This is an optimization exercise on Yosys and OpenROAD, whose aim is small area and a short achievable clock period, not a production implementation. Where RTL was checked, it was by simulation tests only, not by an equivalence proof against the original. The RTL of runs 1, 6 and 7 was laid out without a check of its function. Power figures rest on the tool's default switching activity, not on a simulated workload.

--- flow/run.sh ---
#!/bin/bash
# synth_recipe.tcl (not shown) runs the flow's synth.tcl, then flattens the netlist and writes it again
# the make line also repeats each setting of config.mk as NAME=value (left out here)
make -C /OpenROAD-flow-scripts/flow DESIGN_CONFIG=/design/flow/config.mk WORK_HOME=/design/flow/orfs CLKGATE_MAP_FILE= SYNTH_SCRIPT=/design/flow/synth_recipe.tcl finish
--- flow/config.mk ---
export PLATFORM = sky130hd
export DESIGN_NAME = drp_responder
export DESIGN_NICKNAME = drp_responder
export VERILOG_FILES = /design/flow/design.v
export SDC_FILE = /design/flow/constraint.sdc
export NUM_CORES = 4
export LEC_CHECK = 0
export CAP_MARGIN = 20
export CORE_MARGIN = 2
export CORE_UTILIZATION = 55
export CTS_CLUSTER_DIAMETER = 200
export CTS_CLUSTER_SIZE = 30
export SETUP_SLACK_MARGIN = 2.0
export SLEW_MARGIN = 20
--- flow/constraint.sdc ---
create_clock -name core_clock -period 4.0 [get_ports {clk}]
set_input_delay 0.8000 -clock core_clock [delete_from_list [all_inputs] [get_ports {clk}]]
set_output_delay 0.8000 -clock core_clock [all_outputs]
set_load 0.01 [all_outputs]
--- flow/design.v ---
module drp_responder #(
    parameter int LATENCY = 4    
) (
    input  logic        clk,
    input  logic        rst,
    input  logic        den,
    input  logic        dwe,
    input  logic [6:0]  daddr,
    input  logic [15:0] di,
    output logic [15:0] drp_do,
    output logic        drdy,
    input  logic        sample_valid,
    input  logic [5:0]  sample_chan,
    input  logic [11:0] sample_data,
    output logic        proto_err
);
    logic        p1, p2, p3;
    logic        busy, accept;   
    logic [7:0]  a_hi;       
    logic [15:0] a_lo;       
    logic        we_r;
    logic [15:0] di_r;
    logic [3:0]  s_hi;       
    logic [15:0] s_lo;       
    logic [11:0] s_d;
    logic        rst_r;
    logic [11:0] meas [64];
    logic [15:0] cfg  [64];
    logic [15:0] rd_data;
    logic [15:0] h_rdata;
    assign accept = den & ~busy & ~rst;
    always_ff @(posedge clk) begin
        if (rst) begin
            busy      <= 1'b0;
            p1        <= 1'b0;
            p2        <= 1'b0;
            p3        <= 1'b0;
            drdy      <= 1'b0;
            proto_err <= 1'b0;
            s_hi      <= 4'h0;
        end else begin
            busy      <= accept | p1 | p2 | p3;
            p1        <= accept;
            p2        <= p1;
            p3        <= p2;
            drdy      <= p3;
            proto_err <= proto_err | (den & busy);
            s_hi      <= sample_valid ? 4'b1 << sample_chan[5:4] : 4'h0;
        end
    end
    always_ff @(posedge clk) begin
        rst_r <= rst;
        a_hi  <= 8'b1 << daddr[6:4];
        a_lo  <= 16'b1 << daddr[3:0];
        we_r  <= dwe;
        di_r  <= di;
        s_lo  <= 16'b1 << sample_chan[3:0];
        s_d   <= sample_data;
    end
    logic [7:0]  g_sel;
    logic [11:0] gm_r [4];
    logic [15:0] gc_r [4];
    assign g_sel = we_r ? 8'h00 : a_hi;
    always_ff @(posedge clk) begin
        for (int j = 0; j < 4; j++) begin
            logic [11:0] gm;
            logic [15:0] gc;
            gm = 12'h000;
            gc = 16'h0000;
            for (int i = 0; i < 16; i++) begin
                gm = gm | ({12{a_lo[i]}} & meas[16*j + i]);
                gc = gc | ({16{a_lo[i]}} & cfg[16*j + i]);
            end
            gm_r[j] <= {12{g_sel[j]}} & gm;
            gc_r[j] <= {16{g_sel[4 + j]}} & gc;
        end
    end
    always_comb begin
        rd_data = 16'h0000;
        for (int j = 0; j < 4; j++) begin
            rd_data = rd_data | {gm_r[j], 4'b0000} | gc_r[j];
        end
    end
    always_ff @(posedge clk) begin
        if (p2) h_rdata <= rd_data;
    end
    always_ff @(posedge clk) begin
        if (rst || !p3) drp_do <= 16'h0000;
        else            drp_do <= h_rdata;
    end
    logic [11:0] m_wd;
    logic [15:0] c_wd;
    assign m_wd = rst_r ? 12'h000 : s_d;
    assign c_wd = rst_r ? 16'h0000 : di_r;
    for (genvar g = 0; g < 64; g++) begin : g_regs
        logic m_ld, c_ld;
        assign m_ld = rst_r | (s_hi[g / 16] && s_lo[g % 16]);
        assign c_ld = rst_r | (p1 && we_r && a_hi[4 + g / 16] && a_lo[g % 16]);
        always_ff @(posedge clk) begin
            if (m_ld) meas[g] <= m_wd;
        end
        always_ff @(posedge clk) begin
            if (c_ld) cfg[g] <= c_wd;
        end
    end
endmodule
==> flow_summary.yaml, run 1 <==
run_status:
  status: "no timing/DRC/antenna violations"
logic_synthesis:
  syn_area_mm2: 0.07073
  synth-compound-area-share_pct: 13.42
  synth_top_area_share_pct: 76.76
  synthXorXnorAreaFrac_pct: 0
  synthSimpleGateAreaFrac_pct: 2.280
  yosysSeqAreaShare_pct: 82.64
  synth.avg_cell_area_um2: 19.20
  synth_top_area_cell: "edfxtp_1"
  yosys.area_share.adder_pct: 0
  synthCells: 3684
  synth.area.mux_share_pct: 0
  synth_top_family_by_area: "compound AO/OA/AOI/OAI gates"
  yosys_register_bits: 2016
  synth_nets: 3730
  synthDistinctLibCells: 26
  yosysWarningCount: 5
  synth.area.top_cells: "edfxtp_1 (77%), dfxtp_1 (5.9%), a22o_1 (4.2%)"
route:
  routed_wl_um: 203200
  vias: 37770
  ant_nets: 0
  drc: 0
  detail_route.first_pass.iterations: 6
  wl_per_cell_um: 37.16
  first_iter_violations: 5759
  via_per_inst: 6.909
timing:
  period_share_pct: 53.48
  period_minus_slack_ps: 2139
  fmax_mhz: 467.5
  slew_violations: 0
  fin_worst_skew_ps: 43.83
  timing.hold.ws_ps: 449.3
  setup_viol: 0
  relSlewSlack_pct: 19.88
  rsz0062_at_grt: "yes"
  tns_ps: 0
  worst_slew_pin_slew_ps: 1191
  hold_violations: 0
global_routing:
  grt_overflow: 0
  antenna_found_initial: 8
  grt_first_pass_wirelength_um: 276400
  track_usage_pct: 30.28
  grt_pass1_vias: 35820
  grt_max_degree: 65
worst_setup_path:
  crit_chain: "buf_12 > nor2b_4 > buf_12"
  worstSetupPathType: "reg2reg"
  cp_max_fo: 38
  worst_ep_arrival_time_ps: 2650
  end_kind: "flop"
  cp_data_required_time_ps: 4510
  cp-start-kind: "flop"
  crit_top_cell: "buf_12"
  crit_slowest_cell: "nor2b_4"
  max_stage_delay_ps: 740
floorplanning:
  boundaryPins: 64
  core_mm2: 0.1275
  fp-row-count: 131
  die_h_um: 362.6
  initial_core_util_pct: 55.47
  dieWidth_um: 362.6
  dieArea_mm2: 0.1315
power_and_ir_drop:
  seqPwrFrac_pct: 67.6
  p_sw_w: 0.008138
  intPower_w: 0.02914
  p_comb_share_pct: 5.8
  swShare_pct: 21.83
  leakage_nw: 25.10
  design_power_total_w: 0.03727
  clkPwrFrac_pct: 26.7
  p_per_area_mw_per_mm2: 482.8
  vdd_drop_max_mv: 0.4003
finish:
  seqCellArea_mm2: 0.05854
  multi_input_area_mm2: 0.01174
  layout_common_cells: "edfxtp_1 (1808), a22o_1 (336), a221oi_1 (280)"
  drive_above_1_share_pct: 13.67
  final_common_cell: "edfxtp_1"
  nets: 3788
  syn2layout_area_growth_pct: 9.154
  fillers: 9014
cts:
  cts_buffers: 77
  hold_buffers: 0
  cts.clk_slew.worst_paths_ps: 110
  numClockSinks: 2016
  cts_buffer_depth: 3
  htree_levels: 3
  clock-root-buffer: "clkbuf_16"
  cts_tree: "built"
  clock_latency_ps: 710
placed_design:
  place_congestion: 0.8593
  portBuffers: 63
  hpwlAfterDp_um: 117700
run:
  maxCapViolCount: 0
min_path:
  hold_class: "reg2reg"
[cell families after synthesis]
logic type | count (synthesis)
DFF | 2016
AOI/OAI and AO/OA | 1138
and+or+nand+nor | 275
buffers and inverters | 255
[flip-flops by register name (all words and copies together), names as in the netlist]
| name | cells |
|---|---|
| cfg | 1024 |
| meas | 768 |
| gc_r | 64 |
| gm_r | 48 |
| a_lo | 16 |
| di_r | 16 |
| drp_do | 16 |
| h_rdata | 16 |
| s_lo | 16 |
| s_d | 12 |
| a_hi | 8 |
| s_hi | 4 |
| busy | 1 |
| drdy | 1 |
| p1 | 1 |
| p2 | 1 |
| p3 | 1 |
| proto_err | 1 |
| rst_r | 1 |
| we_r | 1 |
[worst max-delay path: cells and delay by family, from the launching register on]
family	cells	cell delay, ps
flip-flops	1	520
AND/OR/NAND/NOR	1	740
buffers and inverters	2	590
[through the flow]
step           cell area (um^2)  util [%]  cells  setup WS (ps)
2_1_floorplan             70830         -   3684           1377
3_3_place_gp              73470     57.61   5247           1187
3_5_place_dp              73630     57.74   5254           1246
4_1_cts                   76830     60.25   5449           1870
5_1_grt                   77210     60.54   5466           1828
6_report                  77210     60.55   5467           1861
[layout make-up]
cell class | instances | area share (%)
Antenna cell | 1 | 0.003241
Clock buffer | 140 | 2.912
Clock inverter | 1 | 0.03889
Multi-Input combinational cell | 1423 | 15.20
Sequential cell | 2016 | 75.82
Tap cell | 1662 | 2.693
Timing Repair Buffer | 224 | 3.332
[worst paths after layout]
check	start	endpoint	slack, ps	depth (start not counted)
worst max-delay path	rst_r$_DFF_P_	cfg[42][1]$_DFFE_PP_	1860	3
worst min-delay path	h_rdata[3]$_DFFE_PP_	drp_do[3]$_SDFF_PP0_	450	1
worst max register to register	rst_r$_DFF_P_	cfg[42][1]$_DFFE_PP_	1860	3
worst min register to register	h_rdata[3]$_DFFE_PP_	drp_do[3]$_SDFF_PP0_	450	1
[Yosys cell counts]
cell type     n
nor2_1       23
buf_2        78
nor3_1       14
and3b_1       2
a221oi_1    295
clkbuf_1    149
a221oi_2     41
nand2_1      19
nor2b_1      32
nor4_1       26
a31oi_1     112
or4_1         4
buf_4         6
buf_6        12
dfxtp_1     208
edfxtp_1   1808
and2_1       16
a21o_1      128
clkbuf_2      2
nor3b_1       4
nand2b_1     17
a22o_1      336
a21oi_1       2
a22oi_1     224
and3_1      118
buf_1         8
[metal layers]
metal / global-route usage (%) / vias to the layer above / part of all wire (%)
met5: 0 / - / 0.032
met4: 9.926 / 8 / 3.9
met3: 5.261 / 274 / 10
met2: 47.12 / 2159 / 47
met1: 43.95 / 19760 / 40
li1: - / 15570 / -
[repair_timing]
action	4_1_cts	5_1_grt
gates cloned	4	7
pin swaps	1	1
gates resized for setup	214	57
endpoints found under the setup margin	3602	834
setup buffers	50	10
endpoints found under the hold margin	0	0
[power by group through the flow]
| stage | logic (W) | registers (W) | clock network, W |
|---|---|---|---|
| 2_1_floorplan | 0.00108 | 0.0254 | 0 |
| 3_3_place_gp | 0.00185 | 0.0256 | 0 |
| 3_5_place_dp | 0.00193 | 0.0257 | 0 |
| 4_1_cts | 0.00210 | 0.0252 | 0.0100 |
| 5_1_grt | 0.00225 | 0.0253 | 0.0107 |
| 6_report | 0.00216 | 0.0252 | 0.00993 |
==> inputs of run 2 (changes only) <==
--- a/flow/design.v
+++ b/flow/design.v
@@ -39,4 +39,6 @@
             proto_err <= 1'b0;
             s_hi      <= 4'h0;
+            s_d       <= 12'h000;
+            di_r      <= 16'h0000;
         end else begin
             busy      <= accept | p1 | p2 | p3;
@@ -47,4 +49,6 @@
             proto_err <= proto_err | (den & busy);
             s_hi      <= sample_valid ? 4'b1 << sample_chan[5:4] : 4'h0;
+            s_d       <= sample_data;
+            di_r      <= di;
         end
     end
@@ -54,7 +58,5 @@
         a_lo  <= 16'b1 << daddr[3:0];
         we_r  <= dwe;
-        di_r  <= di;
         s_lo  <= 16'b1 << sample_chan[3:0];
-        s_d   <= sample_data;
     end
     logic [7:0]  g_sel;
@@ -91,6 +93,6 @@
     logic [11:0] m_wd;
     logic [15:0] c_wd;
-    assign m_wd = rst_r ? 12'h000 : s_d;
-    assign c_wd = rst_r ? 16'h0000 : di_r;
+    assign m_wd = s_d;
+    assign c_wd = di_r;
     for (genvar g = 0; g < 64; g++) begin : g_regs
         logic m_ld, c_ld;
==> run 2 against run 1 <==
Still clean. Sequential share of layout area increased by 1.1 points. Register-to-register slack improved by 120 ps. Via count increased by 0.18%. Final area decreased by 1.3%.
==> flow_summary.yaml, run 2 <==
timing:
  timing.hold.ws_ps: 450.6
  period_minus_slack_ps: 2016
  period_share_pct: 50.41
  fmax_mhz: 495.9
  setup_viol: 0
  fin_ws_ps: 1984
  slew_violations: 0
  fin_worst_skew_ps: 30.40
  hold_violations: 0
  tns_ps: 0
  rsz0062_at_grt: "yes"
  relSlewSlack_pct: 25.56
  worst_slew_pin_slew_ps: 1117
cts:
  clock_latency_ps: 710
  hold_buffers: 0
  htree_levels: 3
  clock-root-buffer: "clkbuf_16"
  cts_buffer_depth: 3
  cts_buffers: 77
  cts_tree: "built"
  numClockSinks: 2016
  cts.clk_slew.worst_paths_ps: 110
worst_setup_path:
  worstSetupPathType: "reg2reg"
  cp-start-kind: "flop"
  cp_data_required_time_ps: 4570
  cp_max_fo: 36
  r2r-start: "a_lo[4]$_SDFF_PP0_"
  worst_ep_arrival_time_ps: 2580
  rr_endpoint: "gm_r[0][4]$_DFF_P_"
  regToRegSetupSlack_ps: 1980
  reg2regPathDepth: 4
  end_kind: "flop"
power_and_ir_drop:
  p_sw_w: 0.008098
  design_power_total_w: 0.03716
  p_comb_share_pct: 5.0
  seqPwrFrac_pct: 68.4
  vdd_drop_max_mv: 0.3905
  p_per_area_mw_per_mm2: 487.7
  leakage_nw: 24.57
  swShare_pct: 21.79
  clkPwrFrac_pct: 26.7
  intPower_w: 0.02906
global_routing:
  grt_pass1_vias: 35350
  grt_first_pass_wirelength_um: 273900
  track_usage_pct: 29.88
  grt_max_degree: 61
  antenna_found_initial: 18
  grt_overflow: 0
route:
  first_iter_violations: 6243
  drc: 0
  ant_nets: 0
  vias: 37840
  routed_wl_um: 199400
  wl_per_cell_um: 36.94
  via_per_inst: 7.008
  detail_route.first_pass.iterations: 5
finish:
  largest_reg_flops: 1024
  drive_above_1_share_pct: 11.17
  top_register: "cfg"
  layout_common_cells: "edfxtp_1 (1808), a22o_1 (336), a221oi_1 (276)"
  fillers: 9005
  final_common_cell: "edfxtp_1"
  reg_top3: "cfg x1024, meas x768, gc_r x64"
  nets: 3718
  syn2layout_area_growth_pct: 7.707
placed_design:
  portBuffers: 63
  dp_slack_ps: 1467
  hpwlAfterDp_um: 117700
  place_congestion: 0.9125
floorplanning:
  fp-row-count: 131
  core_mm2: 0.1275
  boundaryPins: 64
  die_h_um: 362.6
  dieArea_mm2: 0.1315
  dieWidth_um: 362.6
  initial_core_util_pct: 55.47
logic_synthesis:
  synth.avg_cell_area_um2: 19.20
  syn_area_mm2: 0.07074
  synthDistinctLibCells: 26
  ys_top_cells_by_count: "edfxtp_1 (1808), a22o_1 (336), a221oi_1 (295), a22oi_1 (224), dfxtp_1 (208)"
  synth_top_area_share_pct: 76.75
  yosysWarningCount: 5
  yosysSeqAreaShare_pct: 82.64
  synth_most_common_cell: "edfxtp_1"
  synth_top_area_cell: "edfxtp_1"
  yosys_register_bits: 2016
  async_flop_share_pct: 0
  synthCells: 3684
  synth_flop_cell: "edfxtp_1"
  synth_nets: 3730
  synth_edf_count: 1808
  synth.area.top_cells: "edfxtp_1 (77%), dfxtp_1 (5.9%), a22o_1 (4.2%)"
min_path:
  whs_endpoint: "drp_do[9]$_SDFF_PP0_"
  holdPathStages: 1
  hold_class: "reg2reg"
  worstHoldStart: "h_rdata[9]$_DFFE_PP_"
run:
  maxCapViolCount: 0
run_status:
  status: "no timing/DRC/antenna violations"
run 2: cell types whose count changed after synthesis, sizes merged:
cell and change:
buf -1, clkbuf +1
run 2: metrics by stage:
stage	utilization (%)	instances	cell area [um^2]
2_1_floorplan	-	3684	70740
3_3_place_gp	57.27	5227	73030
3_5_place_dp	57.29	5227	73060
4_1_cts	59.59	5392	75990
5_1_grt	59.74	5397	76180
6_report	59.75	5399	76190
run 2: how the worst max path moves through the flow:
stage / from / to / slack, ps / cells after the start
3_3_place_gp: rst / drp_do[0]$_SDFF_PP0_ / 1510 / 5
4_1_cts: drp_do[1]$_SDFF_PP0_ / drp_do[1] / 1830 / 1
3_5_place_dp: rst / drp_do[3]$_SDFF_PP0_ / 1470 / 5
6_report: a_lo[4]$_SDFF_PP0_ / gm_r[0][4]$_DFF_P_ / 1980 / 4
2_1_floorplan: we_r$_DFF_P_ / cfg[0][0]$_DFFE_PP_ / 2220 / 5
5_1_grt: drp_do[1]$_SDFF_PP0_ / drp_do[1] / 1970 / 1
run 2: cell type report:
class,instances,area [um^2],area share (%)
clock buffers,139,2245,2.946
repair buffers,164,1841,2.416
well taps,1662,2079,2.729
multi-input cells,1413,11410,14.97
diodes,4,10.01,0.01314
clock inverters,1,30.03,0.03941
flip-flops and latches,2016,58570,76.88
run 2: critical path: stages (launching register included):
cell and delay, ps:
dfxtp_4 500, buf_4 370, a22o_1 260, a221oi_1 560, a31oi_1 160
run 2: cells by family after synthesis:
group	Yosys count	share of synthesized area, %
flops	2016	82.64
compound gates	1138	13.42
buf+inv	255	1.657
simple gates	275	2.280
run 2: timing repair:
item	4_1_cts	5_1_grt
buffers inserted	25	3
gates resized for setup	172	42
setup endpoints to repair	1527	755
run 2: power by group through the flow:
stage / logic (W) / registers [W] / clock network (W)
floorplan: 0.000930 / 0.0256 / 0
global placement: 0.00162 / 0.0258 / 0
detailed placement: 0.00166 / 0.0259 / 0
CTS: 0.00180 / 0.0254 / 0.0100
global route: 0.00192 / 0.0255 / 0.0107
finish: 0.00184 / 0.0254 / 0.00992
run 2: metal layers:
metal	global-route usage, %	vias to the layer above	wire (um)
met5	0	-	115
met4	8.673	18	6141
met3	5.512	263	22530
met2	45.05	2400	90420
met1	44.98	19750	80230
li1	-	15400	-
==> inputs of run 3 (changes only) <==
==> flow/flow/run.sh (new file) <==
#!/bin/bash
set -euo pipefail
bash standard.sh MATCH_CELL_FOOTPRINT=0 finish > flow_standard.log 2>&1
==> flow/standard.sh (new file) <==
#!/bin/bash
# synth_recipe.tcl (not shown) runs the flow's synth.tcl, then flattens the netlist and writes it again
# the make line also repeats each setting of config.mk as NAME=value (left out here)
make -C /OpenROAD-flow-scripts/flow DESIGN_CONFIG=/design/flow/config.mk WORK_HOME=/design/flow/orfs CLKGATE_MAP_FILE= SYNTH_SCRIPT=/design/flow/synth_recipe.tcl "${@:-finish}"
removed: flow/run.sh
==> run 3 against run 2 <==
Still clean. Final cell count stayed put. Combinational power hardly changed. Register-to-register slack hardly changed. Synthesized cell count stayed put. Clock skew is 3.2 ps lower. Sequential power hardly changed. Core utilization stayed put. Non-clock buffer count stayed put. Global-route usage hardly changed. Largest power group unchanged.
==> flow_summary.yaml, run 3 <==
logic_synthesis:
  ys_top_cells_by_count: "edfxtp_1 (1808), a22o_1 (336), a221oi_1 (295), a22oi_1 (224), dfxtp_1 (208)"
  synthCells: 3684
  synth.avg_cell_area_um2: 19.20
  synth_nets: 3730
  yosysWarningCount: 5
  syn_area_mm2: 0.07074
  yosysSeqAreaShare_pct: 82.64
  synth_edf_count: 1808
  synth_top_area_share_pct: 76.75
  synth_flop_cell: "edfxtp_1"
  async_flop_share_pct: 0
  synth_top_area_cell: "edfxtp_1"
  synthDistinctLibCells: 26
  yosys_register_bits: 2016
  synth.area.top_cells: "edfxtp_1 (77%), dfxtp_1 (5.9%), a22o_1 (4.2%)"
  synth_most_common_cell: "edfxtp_1"
timing:
  rsz0062_at_grt: "yes"
  period_minus_slack_ps: 2019
  hold_violations: 0
  fin_worst_skew_ps: 27.18
  worst_slew_pin_slew_ps: 1126
  fin_ws_ps: 1981
  relSlewSlack_pct: 24.94
  slew_violations: 0
  period_share_pct: 50.48
  setup_viol: 0
  tns_ps: 0
  fmax_mhz: 495.3
  timing.hold.ws_ps: 451.3
cts:
  clock-root-buffer: "clkbuf_16"
  cts.clk_slew.worst_paths_ps: 110
  clock_latency_ps: 710
  numClockSinks: 2016
  cts_buffer_depth: 3
  cts_buffers: 77
  htree_levels: 3
  cts_tree: "built"
worst_setup_path:
  cp.depth: 1
  worstSetupPathType: "reg2reg"
  cp_max_fo: 16
  cp-start-kind: "flop"
  crit_slowest_cell: "dfxtp_1"
  max_stage_delay_ps: 920
  path_buf_inv: 0
  regToRegSetupSlack_ps: 1980
  end_kind: "flop"
  cpLargestDelayFamily: "flip-flops"
  reg2regPathDepth: 1
  cp_data_required_time_ps: 4340
  worst_ep_arrival_time_ps: 2360
  crit_chain: "a21o_1"
min_path:
  hold_class: "reg2reg"
  holdPathStages: 1
floorplanning:
  dieArea_mm2: 0.1315
  fp-row-count: 131
  initial_core_util_pct: 55.47
  core_mm2: 0.1275
  dieWidth_um: 362.6
  die_h_um: 362.6
  boundaryPins: 64
route:
  routed_wl_um: 199300
  via_per_inst: 7.010
  wl_met2_um: 90620
  vias: 37850
  drc: 0
  detail_route.first_pass.iterations: 6
  highest_layer: "met5"
  ant_nets: 0
  wl_per_cell_um: 36.91
  wl_met3_um: 22740
  drt-met1-wl_um: 79740
  first_iter_violations: 6124
finish:
  final_common_cell: "edfxtp_1"
  top_register: "cfg"
  reg_top3: "cfg x1024, meas x768, gc_r x64"
  drive_above_1_share_pct: 11.17
  largest_reg_flops: 1024
  nets: 3718
  syn2layout_area_growth_pct: 7.707
  layout_common_cells: "edfxtp_1 (1808), a22o_1 (336), a221oi_1 (276)"
global_routing:
  grt_first_pass_wirelength_um: 274000
  track_usage_pct: 29.89
  grt_overflow: 0
  antenna_found_initial: 19
  grt_pass1_vias: 35370
  grt_max_degree: 61
placed_design:
  portBuffers: 63
  hpwlAfterDp_um: 117700
  place_congestion: 0.9125
  dp_slack_ps: 1467
run:
  maxCapViolCount: 0
power_and_ir_drop:
  vdd_drop_max_mv: 0.3918
  design_power_total_w: 0.03715
  p_per_area_mw_per_mm2: 487.6
  leakage_nw: 24.56
run_status:
  status: "no timing/DRC/antenna violations"
[run 3: worst paths after layout]
check	from	end
setup / recovery	s_hi[3]$_SDFF_PP0_	meas[50][11]$_DFFE_PP_
hold / removal	h_rdata[9]$_DFFE_PP_	drp_do[9]$_SDFF_PP0_
setup reg to reg	s_hi[3]$_SDFF_PP0_	meas[50][11]$_DFFE_PP_
hold reg to reg	h_rdata[9]$_DFFE_PP_	drp_do[9]$_SDFF_PP0_
[run 3: cell type report]
class,instances,area (um^2)
clock inverters,1,30.03
well taps,1662,2079
repair buffers,164,1841
fillers,9010,51330
diodes,4,10.01
multi-input cells,1413,11410
clock buffers,139,2245
flip-flops and latches,2016,58570
[run 3: metal layers]
layer / vias to the layer above / track usage [%]
met4: 18 / 8.673
met1: 19790 / 45.06
met3: 275 / 5.482
met5: - / 0
met2: 2362 / 45.02
li1: 15400 / -
[run 3: repair_timing]
action | CTS | global route
setup buffers | 25 | 3
setup endpoints to repair | 1527 | 812
hold buffers | 0 | 0
gates resized for setup | 139 | 43
[run 3: kinds of logic (layout without fill, tap and decap cells)]
| family | Yosys count | in the layout | synth area share, % |
|---|---|---|---|
| AOI/OAI and AO/OA | 1138 | 1138 | 13.42 |
| buffers and inverters | 255 | 304 | 1.657 |
| DFF | 2016 | 2016 | 82.64 |
| other | 0 | 4 | 0 |
| and+or+nand+nor | 275 | 275 | 2.280 |
[run 3: power breakdown]
group          total (W)  switching (W)  internal, W
Sequential        0.0254       0.000765       0.0246
Combinational    0.00184        0.00131     0.000533
Clock            0.00990        0.00601      0.00389
Total             0.0371        0.00809       0.0291
[run 3: stage by stage]
stage,cell area (um^2),cells,utilization [%]
global placement,73030,5227,57.27
detailed placement,73060,5227,57.29
global route,76180,5397,59.74
finish,76190,5399,59.75
CTS,75990,5392,59.59
floorplan,70740,3684,-
==> inputs of run 4 (changes only) <==
==> flow/run.sh (new file) <==
#!/bin/bash
# synth_recipe.tcl (not shown) runs the flow's synth.tcl, then flattens the netlist and writes it again
# the make line also repeats each setting of config.mk as NAME=value (left out here)
make -C /OpenROAD-flow-scripts/flow DESIGN_CONFIG=/design/flow/config.mk WORK_HOME=/design/flow/orfs CLKGATE_MAP_FILE= SYNTH_SCRIPT=/design/flow/synth_recipe.tcl finish
--- a/flow/config.mk
+++ b/flow/config.mk
@@ -11,4 +11,4 @@
 export CTS_CLUSTER_DIAMETER = 200
 export CTS_CLUSTER_SIZE = 30
-export SETUP_SLACK_MARGIN = 2.0
+export SETUP_SLACK_MARGIN = 2.2
 export SLEW_MARGIN = 20
removed: flow/flow/run.sh
removed: flow/standard.sh
==> run 4 against run 3 <==
Still clean on timing, DRC and antenna. Global-route usage increased by 0.96 points. Synthesized cell count stayed put. Hold slack about the same. Synthesized area unchanged. Clock-buffer cell count did not move. Maximum frequency is 0.76% higher. Clock skew is 1.7 ps higher. Die area unchanged. Core utilization increased by 1.3 points. Final cell count is 0.91% higher. Critical path type is now reg2out. Largest cell class unchanged. Largest power group unchanged.
==> flow_summary.yaml, run 4 <==
floorplanning:
  core_mm2: 0.1275
  initial_core_util_pct: 55.47
  boundaryPins: 64
  dieWidth_um: 362.6
  dieArea_mm2: 0.1315
  fp-row-count: 131
  die_h_um: 362.6
logic_synthesis:
  synth_top_area_cell: "edfxtp_1"
  synth.avg_cell_area_um2: 19.20
  syn_area_mm2: 0.07074
  synthCells: 3684
  synth_top_area_share_pct: 76.75
  synth_edf_count: 1808
  ys_top_cells_by_count: "edfxtp_1 (1808), a22o_1 (336), a221oi_1 (295), a22oi_1 (224), dfxtp_1 (208)"
  yosys_register_bits: 2016
  yosysWarningCount: 5
  synthDistinctLibCells: 26
  async_flop_share_pct: 0
  synth_flop_cell: "edfxtp_1"
  synth_nets: 3730
  synth.area.top_cells: "edfxtp_1 (77%), dfxtp_1 (5.9%), a22o_1 (4.2%)"
  yosysSeqAreaShare_pct: 82.64
  synth_most_common_cell: "edfxtp_1"
finish:
  drive_above_1_share_pct: 15.02
  nets: 3766
  fin_area_mm2: 0.07788
  top_register: "cfg"
  reg_top3: "cfg x1024, meas x768, gc_r x64"
  final_common_cell: "edfxtp_1"
  final_cell_count_no_fill: 5448
  largest_reg_flops: 1024
  syn2layout_area_growth_pct: 10.10
  layout_common_cells: "edfxtp_1 (1808), a22o_1 (336), a22oi_1 (223)"
power_and_ir_drop:
  p_per_area_mw_per_mm2: 479.6
  design_power_total_w: 0.03735
  leakage_nw: 25.19
  vdd_drop_max_mv: 0.3935
worst_setup_path:
  crit_chain: "buf_6"
  cp-start-kind: "flop"
  path_buf_inv: 1
  cp_data_required_time_ps: 3200
  cpLargestDelayFamily: "flip-flops"
  cp_max_fo: 1
  max_stage_delay_ps: 380
  end_kind: "output pin"
  crit_slowest_cell: "dfxtp_4"
  worst_ep_arrival_time_ps: 1200
  worstSetupPathType: "reg2out"
placed_design:
  placed_cells: 5227
  hpwlAfterDp_um: 117700
  place_congestion: 0.9125
  portBuffers: 63
  placed_area_mm2: 0.07306
timing:
  period_minus_slack_ps: 2004
  period_share_pct: 50.10
  worst_slew_pin_slew_ps: 1113
  tns_ps: 0
  relSlewSlack_pct: 25.79
  setup_viol: 0
  slew_violations: 0
  fmax_mhz: 499.0
  rsz0062_at_grt: "yes"
  fin_worst_skew_ps: 28.85
  hold_violations: 0
route:
  first_iter_violations: 6278
  vias: 38420
  ant_nets: 0
  wl_per_cell_um: 37.89
  via_per_inst: 7.053
  detail_route.first_pass.iterations: 7
  routed_wl_um: 206400
  drc: 0
cts:
  clock-root-buffer: "clkbuf_16"
  clock_latency_ps: 710
  cts_tree: "built"
  numClockSinks: 2016
  cts_buffer_depth: 3
  cts_buffers: 77
  cts.clk_slew.worst_paths_ps: 110
  htree_levels: 3
global_routing:
  grt_overflow: 0
  grt_max_degree: 61
  antenna_found_initial: 14
  grt_first_pass_wirelength_um: 281300
  track_usage_pct: 30.84
  grt_pass1_vias: 36030
run_status:
  status: "no timing/DRC/antenna violations"
run:
  maxCapViolCount: 0
min_path:
  hold_class: "reg2reg"
## run 4: area by class of cell
class	count	area [um^2]
multi-input combinational	1413	12300
timing repair buffer	212	2606
sequential	2016	58610
clock inverter	1	30.03
clock buffer	139	2245
antenna	5	12.51
fill	8820	49640
tap	1662	2079
## run 4: path summary, 6_finish.rpt
path                             start              endpoint  slack, ps  depth (start not counted)
setup / recovery  drp_do[1]$_SDFF_PP0_             drp_do[1]       2000                          1
hold reg to reg   h_rdata[9]$_DFFE_PP_  drp_do[9]$_SDFF_PP0_        450                          1
hold / removal    h_rdata[9]$_DFFE_PP_  drp_do[9]$_SDFF_PP0_        450                          1
setup reg to reg   a_lo[13]$_SDFF_PN0_    gc_r[0][5]$_DFF_P_       2160                          4
## run 4: worst register-to-register path: cells and delay by family (launching register included)
| kind | cells | cell delay [ps] |
|---|---|---|
| DFF | 1 | 470 |
| and+or+nand+nor | 1 | 320 |
| AOI/OAI and AO/OA | 3 | 880 |
## run 4: timing repair
action                                   CTS  global route
resized for setup                        322            76
endpoints found under the setup margin  2112          1120
buffers inserted                          68             2
hold endpoints to repair                   0             0
pin swaps                                  6             7
cloned                                     1             5
hold buffers                               0             0
## run 4: per-stage QoR
step	setup slack [ps]	util (%)	hold slack [ps]
2_1_floorplan	2223	-	420.3
3_3_place_gp	1506	57.27	424.2
3_5_place_dp	1467	57.29	429.0
4_1_cts	1961	60.59	454.4
5_1_grt	1972	61.07	468.4
6_report	1996	61.07	451.7
## run 4: power breakdown
part / leakage (nW) / switching (W) / internal (W)
registers: 19.1 / 0.000771 / 0.0246
logic: 4.97 / 0.00140 / 0.000623
clock network: 1.08 / 0.00603 / 0.00389
total: 25.2 / 0.00820 / 0.0292
## run 4: logic make-up after synthesis
group	after synthesis	share of synthesized area, %
AND/OR/NAND/NOR	275	2.280
flip-flops	2016	82.64
AO/OA/AOI/OAI	1138	13.42
buffers and inverters	255	1.657
## run 4: metal layers
metal	vias to the layer above	wire (um)	global-route usage, %
li1	15520	-	-
met1	20140	81370	46.17
met2	2478	94100	46.77
met3	278	23950	5.295
met4	6	6965	9.649
met5	-	32	0
==> inputs of run 5 (changes only) <==
--- a/flow/config.mk
+++ b/flow/config.mk
@@ -10,5 +10,5 @@
 export CORE_UTILIZATION = 55
 export CTS_CLUSTER_DIAMETER = 200
-export CTS_CLUSTER_SIZE = 30
+export CTS_CLUSTER_SIZE = 25
 export SETUP_SLACK_MARGIN = 2.2
 export SLEW_MARGIN = 20
==> run 5 against run 4 <==
Global-route usage is essentially flat. Routed wire length shrank 0.11%. Maximum frequency shrank 1.1%. Die area is the same. Combinational power is essentially flat. Final cell count grew 0.31%. Power grew 2.1%.
==> flow_summary.yaml, run 5 <==
logic_synthesis:
  synth_top_area_cell: "edfxtp_1"
  synth_edf_count: 1808
  synth.area.top_cells: "edfxtp_1 (77%), dfxtp_1 (5.9%), a22o_1 (4.2%)"
  yosysWarningCount: 5
  synthDistinctLibCells: 26
  synth_top_area_share_pct: 76.75
  ys_top_cells_by_count: "edfxtp_1 (1808), a22o_1 (336), a221oi_1 (295), a22oi_1 (224), dfxtp_1 (208)"
  syn_area_mm2: 0.07074
  synthCells: 3684
  synth_flop_cell: "edfxtp_1"
  synth.avg_cell_area_um2: 19.20
  yosys_register_bits: 2016
  synth_nets: 3730
  yosysSeqAreaShare_pct: 82.64
  async_flop_share_pct: 0
  synth_most_common_cell: "edfxtp_1"
cts:
  cts_tree: "built"
  clock_latency_ps: 730
  clock-root-buffer: "clkbuf_16"
  numClockSinks: 2016
  cts_buffers: 90
  hold_buffers: 0
  cts.clk_slew.worst_paths_ps: 100
  htree_levels: 3
  cts_buffer_depth: 3
finish:
  largest_reg_flops: 1024
  top_register: "cfg"
  layout_common_cells: "edfxtp_1 (1808), a22o_1 (336), a22oi_1 (223)"
  final_cell_count_no_fill: 5465
  syn2layout_area_growth_pct: 10.37
  drive_above_1_share_pct: 14.97
  nets: 3771
  reg_top3: "cfg x1024, meas x768, gc_r x64"
  fillers: 8816
  final_common_cell: "edfxtp_1"
placed_design:
  placed_cells: 5227
  hpwlAfterDp_um: 117700
  portBuffers: 63
  place_congestion: 0.9125
global_routing:
  grt_overflow: 0
  track_usage_pct: 30.86
  antenna_found_initial: 15
  grt_pass1_vias: 36070
  grt_max_degree: 61
  grt_first_pass_wirelength_um: 281600
power_and_ir_drop:
  p_per_area_mw_per_mm2: 488.4
  vdd_drop_max_mv: 0.3351
  leakage_nw: 25.30
timing:
  slew_violations: 0
  hold_violations: 0
  worst_slew_pin_slew_ps: 1113
  period_minus_slack_ps: 2026
  setup_viol: 0
  tns_ps: 0
  fmax_mhz: 493.6
  relSlewSlack_pct: 25.20
  fin_worst_skew_ps: 37.92
  period_share_pct: 50.65
  rsz0062_at_grt: "yes"
floorplanning:
  initial_core_util_pct: 55.47
  boundaryPins: 64
  core_mm2: 0.1275
  dieWidth_um: 362.6
  fp-row-count: 131
  dieArea_mm2: 0.1315
  die_h_um: 362.6
run_status:
  status: "no timing/DRC/antenna violations"
route:
  first_iter_violations: 6298
  wl_per_cell_um: 37.73
  detail_route.first_pass.iterations: 6
  via_per_inst: 7.072
  routed_wl_um: 206200
  vias: 38650
  drc: 0
  ant_nets: 0
worst_setup_path:
  end_kind: "output pin"
  cpLargestDelayFamily: "flip-flops"
  path_buf_inv: 1
  worst_ep_arrival_time_ps: 1230
  crit_chain: "buf_6"
  crit_slowest_cell: "dfxtp_4"
  cp_data_required_time_ps: 3200
  cp-start-kind: "flop"
  cp_max_fo: 1
  worstSetupPathType: "reg2out"
  max_stage_delay_ps: 380
min_path:
  hold_class: "reg2reg"
run:
  maxCapViolCount: 0
==> run 5: cell type report <==
class / count / area, um^2 / area share (%)
Multi-Input combinational cell: 1413 / 12240 / 15.68
Tap cell: 1662 / 2079 / 2.664
Timing Repair Buffer: 204 / 2475 / 3.170
Clock inverter: 2 / 20.02 / 0.02564
Antenna cell: 3 / 7.507 / 0.009616
Sequential cell: 2016 / 58610 / 75.07
Clock buffer: 165 / 2640 / 3.382
==> run 5: routing by layer <==
layer  share of wire (%)  GRT usage (%)  up-vias
met2                  45          46.08     2556
li1                    -              -    15550
met4                 3.5          9.877        8
met3                  12          5.920      316
met5               0.028              0        -
met1                  40          46.32    20210
==> run 5: worst paths after layout <==
path,start,endpoint,slack [ps],depth (start not counted)
worst min register to register,h_rdata[9]$_DFFE_PP_,drp_do[9]$_SDFF_PP0_,450,1
worst min-delay path,h_rdata[9]$_DFFE_PP_,drp_do[9]$_SDFF_PP0_,450,1
worst max register to register,gc_r[0][10]$_DFF_P_,h_rdata[10]$_DFFE_PP_,2110,2
worst max-delay path,drp_do[1]$_SDFF_PP0_,drp_do[1],1970,1
==> run 5: worst reg2reg max path, delay by kind of cell (launching register included) <==
family,cells,cell delay (ps)
simple gates,2,1240
flops,1,380
==> run 5: power breakdown <==
part,switching (W),internal (W),leakage [nW]
logic,0.00139,0.000610,4.89
registers,0.000765,0.0246,19.1
clock network,0.00621,0.00452,1.26
==> run 5: kinds of logic after synthesis <==
group | synth area share (%)
compound gates | 13.42
simple gates | 2.280
flops | 82.64
buf+inv | 1.657
==> run 5: repair_timing <==
item,4_1_cts,5_1_grt
endpoints found under the setup margin,2091,459
pin swaps,3,7
cloned,1,3
setup buffers,63,1
gates resized for setup,303,82
==> run 5: metrics by stage <==
stage / power, W / instance area [um^2] / setup WS [ps] / hold slack [ps] / utilization (%)
2_1_floorplan: 0.02648 / 70740 / 2223 / 420.3 / -
3_3_place_gp: 0.02746 / 73030 / 1506 / 424.2 / 57.27
3_5_place_dp: 0.02760 / 73060 / 1467 / 429.0 / 57.29
4_1_cts: 0.03812 / 77540 / 1939 / 451.2 / 60.80
5_1_grt: 0.03913 / 78070 / 1957 / 464.7 / 61.22
6_report: 0.03813 / 78070 / 1974 / 448.7 / 61.22
==> inputs of run 6 (changes only) <==
--- a/flow/design.v
+++ b/flow/design.v
@@ -61,6 +61,5 @@
     end
     logic [7:0]  g_sel;
-    logic [11:0] gm_r [4];
-    logic [15:0] gc_r [4];
+    logic [15:0] gw_r [4];
     assign g_sel = we_r ? 8'h00 : a_hi;
     always_ff @(posedge clk) begin
@@ -74,14 +73,8 @@
                 gc = gc | ({16{a_lo[i]}} & cfg[16*j + i]);
             end
-            gm_r[j] <= {12{g_sel[j]}} & gm;
-            gc_r[j] <= {16{g_sel[4 + j]}} & gc;
+            gw_r[j] <= ({16{g_sel[j]}} & {gm, 4'b0000}) | ({16{g_sel[4 + j]}} & gc);
         end
     end
-    always_comb begin
-        rd_data = 16'h0000;
-        for (int j = 0; j < 4; j++) begin
-            rd_data = rd_data | {gm_r[j], 4'b0000} | gc_r[j];
-        end
-    end
+    assign rd_data = gw_r[0] | gw_r[1] | gw_r[2] | gw_r[3];
     always_ff @(posedge clk) begin
         if (p2) h_rdata <= rd_data;
==> run 6 against run 5 <==
Still clean. First-iteration DRC count fell by 14%. Routed wire length grew 6.2%. Sequential power down 2%. Clock power hardly changed. Flip-flop and latch count fell by 48. Power shrank 0.12%. Global-route usage grew 1.8 points. Synthesized cell count down 3.3%. Register-to-register slack got worse by 100 ps. Clock-buffer cell count shrank 6. Final area increased by 3.8%. Worst setup slack worse by 37 ps. Critical path type unchanged. Highest routed layer unchanged.
==> flow_summary.yaml, run 6 <==
run_status:
  status: "no timing/DRC/antenna violations"
finish:
  syn2layout_area_growth_pct: 16.20
  layout_common_cells: "edfxtp_1 (1808), a22o_1 (416), a221oi_2 (195)"
  fin_area_mm2: 0.08101
  fin_util_pct: 64.43
  fillers: 8174
  nets: 3753
  drive_above_1_share_pct: 23.63
  reg_top3: "cfg x1024, meas x768, gw_r x64"
  final_common_cell: "edfxtp_1"
  largest_reg_flops: 1024
  top_register: "cfg"
placed_design:
  place_congestion: 0.8353
  hpwlAfterDp_um: 110800
  placed_area_mm2: 0.07189
  portBuffers: 63
timing:
  worst_slew_pin_slew_ps: 1115
  fin_worst_skew_ps: 37.41
  hold_violations: 0
  setup_viol: 0
  fmax_mhz: 484.7
  period_minus_slack_ps: 2063
  slew_violations: 0
  period_share_pct: 51.58
  rsz0062_at_grt: "yes"
  tns_ps: 0
  timing.hold.ws_ps: 453.9
  relSlewSlack_pct: 25.64
worst_setup_path:
  crit_chain: "buf_6"
  rr_endpoint: "gw_r[3][8]$_DFF_P_"
  cp_data_required_time_ps: 3200
  worst_ep_arrival_time_ps: 1260
  cp_max_fo: 1
  path_buf_inv: 1
  cp-start-kind: "flop"
  crit_slowest_cell: "dfxtp_4"
  end_kind: "output pin"
  r2r-start: "a_lo[3]$_SDFF_PP0_"
  worstSetupPathType: "reg2out"
  reg2regPathDepth: 7
  critPathLaunch: "drp_do[13]$_SDFF_PP0_"
  cpLargestDelayFamily: "flip-flops"
  max_stage_delay_ps: 410
  regToRegSetupSlack_ps: 2010
floorplanning:
  initial_core_util_pct: 55.45
  dieArea_mm2: 0.1296
  boundaryPins: 64
  die_h_um: 360.0
  fp-row-count: 130
  dieWidth_um: 360.0
  core_mm2: 0.1257
min_path:
  whs_endpoint: "drp_do[1]$_SDFF_PP0_"
  holdPathStages: 1
  worstHoldStart: "h_rdata[1]$_DFFE_PP_"
  hold_class: "reg2reg"
route:
  vias: 39000
  via_per_inst: 7.174
  wl_per_cell_um: 40.29
  routed_wl_um: 219000
  detail_route.first_pass.iterations: 6
  first_iter_violations: 5428
  ant_nets: 0
  drc: 0
global_routing:
  grt_pass1_vias: 36950
  grt_first_pass_wirelength_um: 293900
  track_usage_pct: 32.62
  antenna_found_initial: 15
  grt_max_degree: 65
  grt_overflow: 0
logic_synthesis:
  synth_top_area_cell: "edfxtp_1"
  synth_flop_cell: "edfxtp_1"
  synthCells: 3564
  synth.avg_cell_area_um2: 19.56
  synth_top_family_by_area: "compound AO/OA/AOI/OAI gates"
  synthSimpleGateAreaFrac_pct: 2.507
  synth_most_common_cell: "edfxtp_1"
  yosysWarningCount: 4
  synth_top_area_share_pct: 77.88
  synth.area.top_cells: "edfxtp_1 (78%), a221oi_1 (5.4%), a22o_1 (5.4%)"
  synth_edf_count: 1808
  synthDistinctLibCells: 26
  yosysSeqAreaShare_pct: 82.47
  ys_top_cells_by_count: "edfxtp_1 (1808), a221oi_1 (432), a22o_1 (432), dfxtp_1 (160), clkbuf_1 (138)"
  synth_nets: 3610
  synth.area.mux_share_pct: 0
  synth-compound-area-share_pct: 13.17
  yosys.area_share.adder_pct: 0
  yosys_register_bits: 1968
  async_flop_share_pct: 0
  syn_area_mm2: 0.06972
  synthXorXnorAreaFrac_pct: 0
cts:
  cts_buffer_depth: 3
  cts.clk_slew.worst_paths_ps: 100
  htree_levels: 3
  clock_latency_ps: 730
  cts_tree: "built"
  clock-root-buffer: "clkbuf_16"
  cts_buffers: 88
  numClockSinks: 1968
power_and_ir_drop:
  vdd_drop_max_mv: 0.3590
  p_per_area_mw_per_mm2: 470.1
  leakage_nw: 26.55
run:
  maxCapViolCount: 0
## run 6: cell count changes in the layout (fill, tap and decap cells not counted), sizes merged, moves of 12 or more
cell	previous run	this run
and3	118	22
nand2	19	7
a22o	336	432
and4	0	96
a31oi	112	16
nor4	26	2
a221oi	336	432
buf	155	251
dfxtp	208	160
or4	4	16
o22ai	0	48
a22oi	224	32
## run 6: worst max path at each step
stage	cells after the start	end
floorplan	5	cfg[12][0]$_DFFE_PP_
global placement	5	gw_r[2][9]$_DFF_P_
detailed placement	5	gw_r[0][4]$_DFF_P_
CTS	1	drp_do[11]
global route	1	drp_do[9]
finish	1	drp_do[13]
## run 6: timing repair
item	in CTS	in global routing
hold buffers	0	0
pin swaps	61	74
setup buffers	115	35
endpoints found under the setup margin	1893	1186
gates resized for setup	702	155
cloned	15	14
## run 6: kinds of logic after synthesis
kind of cell,after synthesis
buffers and inverters,255
flip-flops,1968
AO/OA/AOI/OAI,1090
AND/OR/NAND/NOR,251
## run 6: power breakdown
| part | leakage (nW) | internal [W] | switching [W] |
|---|---|---|---|
| clock network | 1.23 | 0.00439 | 0.00616 |
| logic | 6.55 | 0.000926 | 0.00164 |
| registers | 18.8 | 0.0242 | 0.000814 |
| total | 26.5 | 0.0295 | 0.00862 |
## run 6: stage by stage
stage / worst slack, ps / cells / total power, W
final: 1937 / 5436 / 0.03809
after floorplan: 2279 / 3564 / 0.02604
after global placement: 1370 / 5088 / 0.02709
after detailed placement: 1331 / 5088 / 0.02722
after global routing: 1931 / 5429 / 0.03898
after CTS: 1910 / 5380 / 0.03788
## run 6: final cells by class
class                           count  area [um^2]  area share, %
Multi-Input combinational cell   1341        14340          17.70
Antenna cell                        7        17.52        0.02162
Clock inverter                      3        33.78        0.04170
Timing Repair Buffer              308         4327          5.341
Clock buffer                      159         2554          3.152
Sequential cell                  1968        57680          71.20
Tap cell                         1650         2064          2.548
## run 6: metal layers
| metal | track usage [%] | vias up | wire length, um |
|---|---|---|---|
| met5 | 0 | - | 67 |
| met4 | 12.14 | 10 | 8971 |
| met3 | 7.874 | 361 | 27130 |
| met2 | 50.09 | 2598 | 101000 |
| met1 | 45.78 | 20520 | 81910 |
| li1 | - | 15510 | - |
==> inputs of run 7 (changes only) <==
--- a/flow/design.v
+++ b/flow/design.v
@@ -19,10 +19,9 @@
     logic [7:0]  a_hi;       
     logic [15:0] a_lo;       
-    logic        we_r;
+    logic [3:0]  w_hi;       
     logic [15:0] di_r;
     logic [3:0]  s_hi;       
     logic [15:0] s_lo;       
     logic [11:0] s_d;
-    logic        rst_r;
     logic [11:0] meas [64];
     logic [15:0] cfg  [64];
@@ -38,5 +37,8 @@
             drdy      <= 1'b0;
             proto_err <= 1'b0;
-            s_hi      <= 4'h0;
+            s_hi      <= 4'hf;
+            s_lo      <= 16'hffff;
+            w_hi      <= 4'hf;
+            a_lo      <= 16'hffff;
             s_d       <= 12'h000;
             di_r      <= 16'h0000;
@@ -49,4 +51,7 @@
             proto_err <= proto_err | (den & busy);
             s_hi      <= sample_valid ? 4'b1 << sample_chan[5:4] : 4'h0;
+            s_lo      <= 16'b1 << sample_chan[3:0];
+            w_hi      <= (accept && dwe && daddr[6]) ? 4'b1 << daddr[5:4] : 4'h0;
+            a_lo      <= 16'b1 << daddr[3:0];
             s_d       <= sample_data;
             di_r      <= di;
@@ -54,13 +59,10 @@
     end
     always_ff @(posedge clk) begin
-        rst_r <= rst;
-        a_hi  <= 8'b1 << daddr[6:4];
-        a_lo  <= 16'b1 << daddr[3:0];
-        we_r  <= dwe;
-        s_lo  <= 16'b1 << sample_chan[3:0];
+        a_hi  <= dwe ? 8'h00 : 8'b1 << daddr[6:4];
     end
     logic [7:0]  g_sel;
-    logic [15:0] gw_r [4];
-    assign g_sel = we_r ? 8'h00 : a_hi;
+    logic [11:0] gm_r [4];
+    logic [15:0] gc_r [4];
+    assign g_sel = a_hi;
     always_ff @(posedge clk) begin
         for (int j = 0; j < 4; j++) begin
@@ -73,8 +75,14 @@
                 gc = gc | ({16{a_lo[i]}} & cfg[16*j + i]);
             end
-            gw_r[j] <= ({16{g_sel[j]}} & {gm, 4'b0000}) | ({16{g_sel[4 + j]}} & gc);
+            gm_r[j] <= {12{g_sel[j]}} & gm;
+            gc_r[j] <= {16{g_sel[4 + j]}} & gc;
         end
     end
-    assign rd_data = gw_r[0] | gw_r[1] | gw_r[2] | gw_r[3];
+    always_comb begin
+        rd_data = 16'h0000;
+        for (int j = 0; j < 4; j++) begin
+            rd_data = rd_data | {gm_r[j], 4'b0000} | gc_r[j];
+        end
+    end
     always_ff @(posedge clk) begin
         if (p2) h_rdata <= rd_data;
@@ -90,6 +98,6 @@
     for (genvar g = 0; g < 64; g++) begin : g_regs
         logic m_ld, c_ld;
-        assign m_ld = rst_r | (s_hi[g / 16] && s_lo[g % 16]);
-        assign c_ld = rst_r | (p1 && we_r && a_hi[4 + g / 16] && a_lo[g % 16]);
+        assign m_ld = s_hi[g / 16] & s_lo[g % 16];
+        assign c_ld = w_hi[g / 16] & a_lo[g % 16];
         always_ff @(posedge clk) begin
             if (m_ld) meas[g] <= m_wd;
==> run 7 against run 6 <==
Critical path type unchanged. Clock power hardly changed. Maximum frequency is 0.15% higher. Synthesized area is 2.0% higher. Critical endpoint is now drp_do[2]. Via count is 4.2% lower. Highest routed layer unchanged.
==> flow_summary.yaml, run 7 <==
logic_synthesis:
  yosysSeqAreaShare_pct: 82.22
  synth.area.top_cells: "edfxtp_1 (76%), dfxtp_1 (5.9%), a22oi_1 (4.7%)"
  synthCells: 3775
  ys_top_cells_by_count: "edfxtp_1 (1808), a22oi_1 (448), a22o_1 (224), nand3_1 (224), dfxtp_1 (210)"
  yosys_register_bits: 2018
  synth_top_area_share_pct: 76.31
  synthDistinctLibCells: 27
  synth_nets: 3821
  async_flop_share_pct: 0
  synth_flop_cell: "edfxtp_1"
  synth_most_common_cell: "edfxtp_1"
  synth_top_area_cell: "edfxtp_1"
  syn_area_mm2: 0.07115
  yosysWarningCount: 5
  synth_edf_count: 1808
  synth.avg_cell_area_um2: 18.85
timing:
  relSlewSlack_pct: 24.25
  worst_slew_pin_slew_ps: 1135
  period_share_pct: 51.51
  hold_violations: 0
  tns_ps: 0
  fmax_mhz: 485.4
  rsz0062_at_grt: "yes"
  period_minus_slack_ps: 2060
  setup_viol: 0
  fin_worst_skew_ps: 33.17
  slew_violations: 0
cts:
  clock_latency_ps: 710
  cts_tree: "built"
  htree_levels: 3
  hold_buffers: 0
  numClockSinks: 2018
  clock-root-buffer: "clkbuf_16"
  cts_buffer_depth: 3
  cts.clk_slew.worst_paths_ps: 100
  cts_buffers: 90
global_routing:
  grt_max_degree: 65
  grt_first_pass_wirelength_um: 265700
  track_usage_pct: 28.50
  antenna_found_initial: 17
  grt_overflow: 0
  grt_pass1_vias: 36590
run:
  maxCapViolCount: 0
placed_design:
  portBuffers: 63
  hpwlAfterDp_um: 107900
  placed_cells: 5403
  place_congestion: 0.8247
finish:
  final_cell_count_no_fill: 5632
  top_register: "cfg"
  final_common_cell: "edfxtp_1"
  fillers: 8958
  multi_input_area_mm2: 0.01213
  drive_above_1_share_pct: 14.39
  largest_reg_flops: 1024
  nets: 3868
  seqCellArea_mm2: 0.05865
  syn2layout_area_growth_pct: 9.616
  layout_common_cells: "edfxtp_1 (1808), a22oi_1 (448), a22o_1 (224)"
  reg_top3: "cfg x1024, meas x768, gc_r x64"
power_and_ir_drop:
  leakage_nw: 24.32
  vdd_drop_max_mv: 0.4558
  p_per_area_mw_per_mm2: 500.7
worst_setup_path:
  max_stage_delay_ps: 420
  cp_data_required_time_ps: 3200
  worstSetupPathType: "reg2out"
  path_buf_inv: 1
  cp_max_fo: 1
  cpLargestDelayFamily: "flip-flops"
  crit_chain: "buf_6"
  worst_ep_arrival_time_ps: 1260
  end_kind: "output pin"
  crit_slowest_cell: "dfxtp_4"
  cp-start-kind: "flop"
min_path:
  hold_class: "reg2reg"
route:
  detail_route.first_pass.iterations: 5
  vias: 37360
  ant_nets: 0
  first_iter_violations: 4909
  drc: 0
  via_per_inst: 6.633
  routed_wl_um: 189900
  wl_per_cell_um: 33.73
floorplanning:
  fp-row-count: 131
  dieArea_mm2: 0.1322
  dieWidth_um: 363.7
  boundaryPins: 64
  core_mm2: 0.1280
  initial_core_util_pct: 55.58
  die_h_um: 363.7
run_status:
  status: "no timing/DRC/antenna violations"
[run 7: cell families (layout without fill, tap and decap cells)]
group | Yosys count | after routing | share of synthesized area, %
DFF | 2018 | 2018 | 82.22
AOI/OAI and AO/OA | 1049 | 1049 | 12.55
and+or+nand+nor | 467 | 467 | 3.635
buffers and inverters | 241 | 364 | 1.599
other | 0 | 5 | 0
[run 7: area by class of cell]
class,count,area share (%)
Antenna cell,5,0.01604
Timing Repair Buffer,192,3.026
Multi-Input combinational cell,1516,15.55
Clock inverter,2,0.02246
Inverter,4,0.01925
Clock buffer,166,3.390
Tap cell,1729,2.774
Sequential cell,2018,75.20
[run 7: through the flow]
| step | setup WS, ps | cell area, um^2 | hold WS (ps) | power, W | util (%) |
|---|---|---|---|---|---|
| finish | 1940 | 77990 | 435.2 | 0.03905 | 60.92 |
| global route | 1914 | 77970 | 467.1 | 0.04019 | 60.91 |
| CTS | 1917 | 77410 | 443.7 | 0.03906 | 60.47 |
| detailed placement | 1693 | 73530 | 426.7 | 0.02850 | 57.44 |
| global placement | 1737 | 73530 | 433.9 | 0.02835 | 57.44 |
| floorplan | 2270 | 71150 | 414.1 | 0.02725 | - |
[run 7: path summary, 6_finish.rpt]
path,start,to,slack (ps),cells after the start
max,drp_do[2]$_SDFF_PP0_,drp_do[2],1940,1
min,h_rdata[2]$_DFFE_PP_,drp_do[2]$_SDFF_PP0_,440,1
max reg2reg,a_lo[11]$_SDFF_PP1_,cfg[11][0]$_DFFE_PP_,2190,2
min reg2reg,h_rdata[2]$_DFFE_PP_,drp_do[2]$_SDFF_PP0_,440,1
[run 7: timing repair]
item                                    in CTS  in global routing
cloned                                       4                  0
gates resized for setup                    222                 88
pin swaps                                    8                 30
setup buffers                               41                 11
endpoints found under the setup margin    1223                366
[run 7: routing by layer]
layer / vias up / share of wire [%] / global-route usage (%)
met3: 226 / 9.3 / 4.932
met1: 19660 / 40 / 41.10
met2: 1797 / 47 / 44.79
met4: 6 / 3.1 / 9.169
li1: 15670 / - / -
met5: - / 0.044 / 0
[run 7: report_power, final]
| group | internal, W | switching (W) |
|---|---|---|
| combinational | 0.000954 | 0.00189 |
| sequential | 0.0247 | 0.000772 |
| clock | 0.00452 | 0.00616 |
| total | 0.0302 | 0.00883 |
[run 7: worst register-to-register path: stages (launching register included)]
cell and delay, ps:
dfxtp_4 670, buf_12 290, and2_2 510

afterwards: timing with drivers on the ports:
No port has a modelled driver above. Below, the same layouts with a new extraction and two added sets of constraints. Step 1: set_driving_cell puts a clkbuf_16 on clk and a buf_2 on each other input, an assumption about the parent block. Step 2 moves the port delays by t, midway between the first and last clock arrival at a register: inputs arrive t later, outputs are due t later. That takes back most of the time a late clock gives input paths. Three values: ideal ports, drivers, drivers and shift; two values: the first two.
| run | t (ns) | slack for setup (ns) | clock arrival spread, ns | cell pins on the clock port's net |
|---|---|---|---|---|
| run 1 | 0.772 | 1.861 / 1.861 / 1.521 | 0.054 / 0.054 | 1 |
| run 2 | 0.768 | 1.984 / 1.917 / 1.471 | 0.034 / 0.033 | 1 |
| run 3 | 0.766 | 1.981 / 1.922 / 1.472 | 0.031 / 0.032 | 1 |
| run 4 | 0.768 | 1.996 / 1.925 / 1.672 | 0.036 / 0.036 | 1 |
| run 5 | 0.795 | 1.974 / 1.892 / 1.645 | 0.044 / 0.043 | 1 |
| run 6 | 0.793 | 1.937 / 1.856 / 1.614 | 0.040 / 0.040 | 1 |
| run 7 | 0.782 | 1.940 / 1.856 / 1.688 | 0.042 / 0.043 | 1 |
After both steps setup and hold are still met in every run listed. The setup slack of run 2, which loses most, moves by -0.067 ns with the drivers and by -0.513 ns with both steps.
